Background: an optimization exercise with open tools, aiming at small area and a short achievable clock period. Do not read the settings as production practice.
Power is estimated from default activity; no workload was simulated.

before:
==> module stream_fifo_top, before the edit <==
module stream_fifo_top (
	input wire logic okClk,
	input wire logic arst_n,
	input wire logic sample_write,
	input wire logic [15:0] sample_in,
	input wire logic host_read,
	output logic [31:0] host_data,
	output logic [31:0] fill_words
);
	logic [1:0] pk_held;    
	logic beat;             
	logic [6:0] count;      
	logic fetch_v;          
	logic [1:0] up_held;    
	logic pending;          
	logic [7:0] wp;         
	logic [6:0] rw;         
	logic st_v;
	logic [15:0] st_d;
	logic [31:0] host_q;
	logic [8:0] fill_q;
	logic [15:0] mem [256];
	logic wanted, do_write, do_read, rd_ok;
	logic [8:0] fill_next;
	assign wanted = (up_held == 2'd0) && !pending;
	assign do_write = beat && (count != 7'd64);
	assign do_read = wanted && (count != 7'd0);
	assign rd_ok = host_read && (up_held != 2'd0) && !fetch_v;
	assign fill_next = {7'd0, pk_held} + {count, 2'b00} + {6'd0, up_held, 1'b0} + {6'd0, fetch_v, 2'b00};
	always_ff @(posedge okClk or negedge arst_n) begin
		if (!arst_n) begin
			pk_held <= 2'd0;
			beat <= 1'b0;
			count <= 7'd0;
			fetch_v <= 1'b0;
			up_held <= 2'd0;
			pending <= 1'b1;
			wp <= 8'd0;
			rw <= 7'd0;
			st_v <= 1'b0;
			host_q <= 32'd0;
			fill_q <= 9'd0;
		end else begin
			beat <= sample_write && (pk_held == 2'd3);
			if (sample_write) pk_held <= pk_held + 2'd1;
			case ({do_write, do_read})
				2'b10: count <= count + 7'd1;
				2'b01: count <= count - 7'd1;
				default: count <= count;
			endcase
			fetch_v <= do_read;
			pending <= wanted;
			if (fetch_v) begin
				up_held <= 2'd2;
			end else if (rd_ok) begin
				up_held <= up_held - 2'd1;
				host_q <= {mem[{rw, 1'b1}], mem[{rw, 1'b0}]};
				rw <= rw + 7'd1;
			end
			st_v <= sample_write;
			if (st_v) wp <= wp + 8'd1;
			fill_q <= fill_next;
		end
	end
	always_ff @(posedge okClk) begin
		st_d <= sample_in;
		if (st_v) mem[wp] <= st_d;
	end
	assign host_data = host_q;
	assign fill_words = {23'd0, fill_q};
endmodule
clock: 4.5 ns
lec_check: 0
cap_margin: 20
core_margin: 2
core_utilization: 40
slew_margin: 20
synth_memory_max_bits: 8192
run.sh (not shown) runs the stock make flow with config.mk's settings and CLKGATE_MAP_FILE= SYNTH_SCRIPT=/design/flow/synth_recipe.tcl, a recipe that flattens the netlist after the stock synthesis.
before ran to completion and came out clean on the timing, DRC and antenna checks.
The inputs of after differ from those of before as listed below.
-- flow/design.v --
<<< before, line 18
	logic [7:0] wp;         
	logic [6:0] rw;         
	logic st_v;
	logic [15:0] st_d;
	logic [31:0] host_q;
	logic [8:0] fill_q;
	logic [15:0] mem [256];
	logic wanted, do_write, do_read, rd_ok;
	logic [8:0] fill_next;
>>> after, line 18
	logic [7:0] wp;         
	logic [6:0] rw;         
	logic [5:0] rl_d;       
	logic [31:0] host_q;
	logic [8:0] fill_q;
	logic [15:0] mem [256];
	logic [63:0] line_q;
	logic wanted, do_write, do_read, rd_ok;
	logic [8:0] fill_next;
<<< before, line 40
			wp <= 8'd0;
			rw <= 7'd0;
			st_v <= 1'b0;
			host_q <= 32'd0;
			fill_q <= 9'd0;
>>> after, line 40
			wp <= 8'd0;
			rw <= 7'd0;
			host_q <= 32'd0;
			fill_q <= 9'd0;
<<< before, line 57
			end else if (rd_ok) begin
				up_held <= up_held - 2'd1;
				host_q <= {mem[{rw, 1'b1}], mem[{rw, 1'b0}]};
				rw <= rw + 7'd1;
			end
			st_v <= sample_write;
			if (st_v) wp <= wp + 8'd1;
			fill_q <= fill_next;
		end
	end
	always_ff @(posedge okClk) begin
		st_d <= sample_in;
		if (st_v) mem[wp] <= st_d;
	end
	assign host_data = host_q;
>>> after, line 56
			end else if (rd_ok) begin
				up_held <= up_held - 2'd1;
				host_q <= rw[0] ? line_q[63:32] : line_q[31:0];
				rw <= rw + 7'd1;
			end
			if (sample_write) wp <= wp + 8'd1;
			fill_q <= fill_next;
		end
	end
	always_ff @(posedge okClk) begin
		if (sample_write) mem[wp] <= sample_in;
		rl_d <= rw[6:1];
		line_q <= {mem[{rl_d, 2'd3}], mem[{rl_d, 2'd2}], mem[{rl_d, 2'd1}], mem[{rl_d, 2'd0}]};
	end
	assign host_data = host_q;
### Flow results
Worst-case setup margin in the final layout in after vs before: up 0.79 ns
Clock skew came out lower on after than on before.
Compared after vs before, and overall track demand over capacity in global routing is down in after.
after gives more count of sequential standard cells than before did.
before → after: total power shrank by about 2.4%, synthesized cell count lower, utilization about even, number of buffers and inverters on the critical path lower, horizontal die dimension about even.
Sort after and before by first-pass GRT wire length desc -> top: before
Function was not checked in any run of this note: the RTL went through the layout flow alone.

[static timing again, ports no longer ideal]
Ports are ideal in the flow. The routed layouts listed here were re-timed in OpenROAD. Step 1, drivers: a clkbuf_16 drives okClk and a buf_2 each remaining input, both assumed. Step 2, shift: input delay + t, output delay - t, t = (earliest + latest rising clock arrival at the registers) / 2. This alone moves slack from input paths to output paths. Three values: ideal ports, drivers, drivers and shift; two values: the first two.
run | shift t [ns] | slack for setup (ns) | worst hold slack (ns)
before | 1.060 | 0.260 / 0.260 / 0.260 | 0.073 / -0.022 / 0.427
after | 1.052 | 1.046 / 1.046 / 1.046 | 0.032 / -0.050 / 0.391
After both steps setup and hold are still met in every run listed.
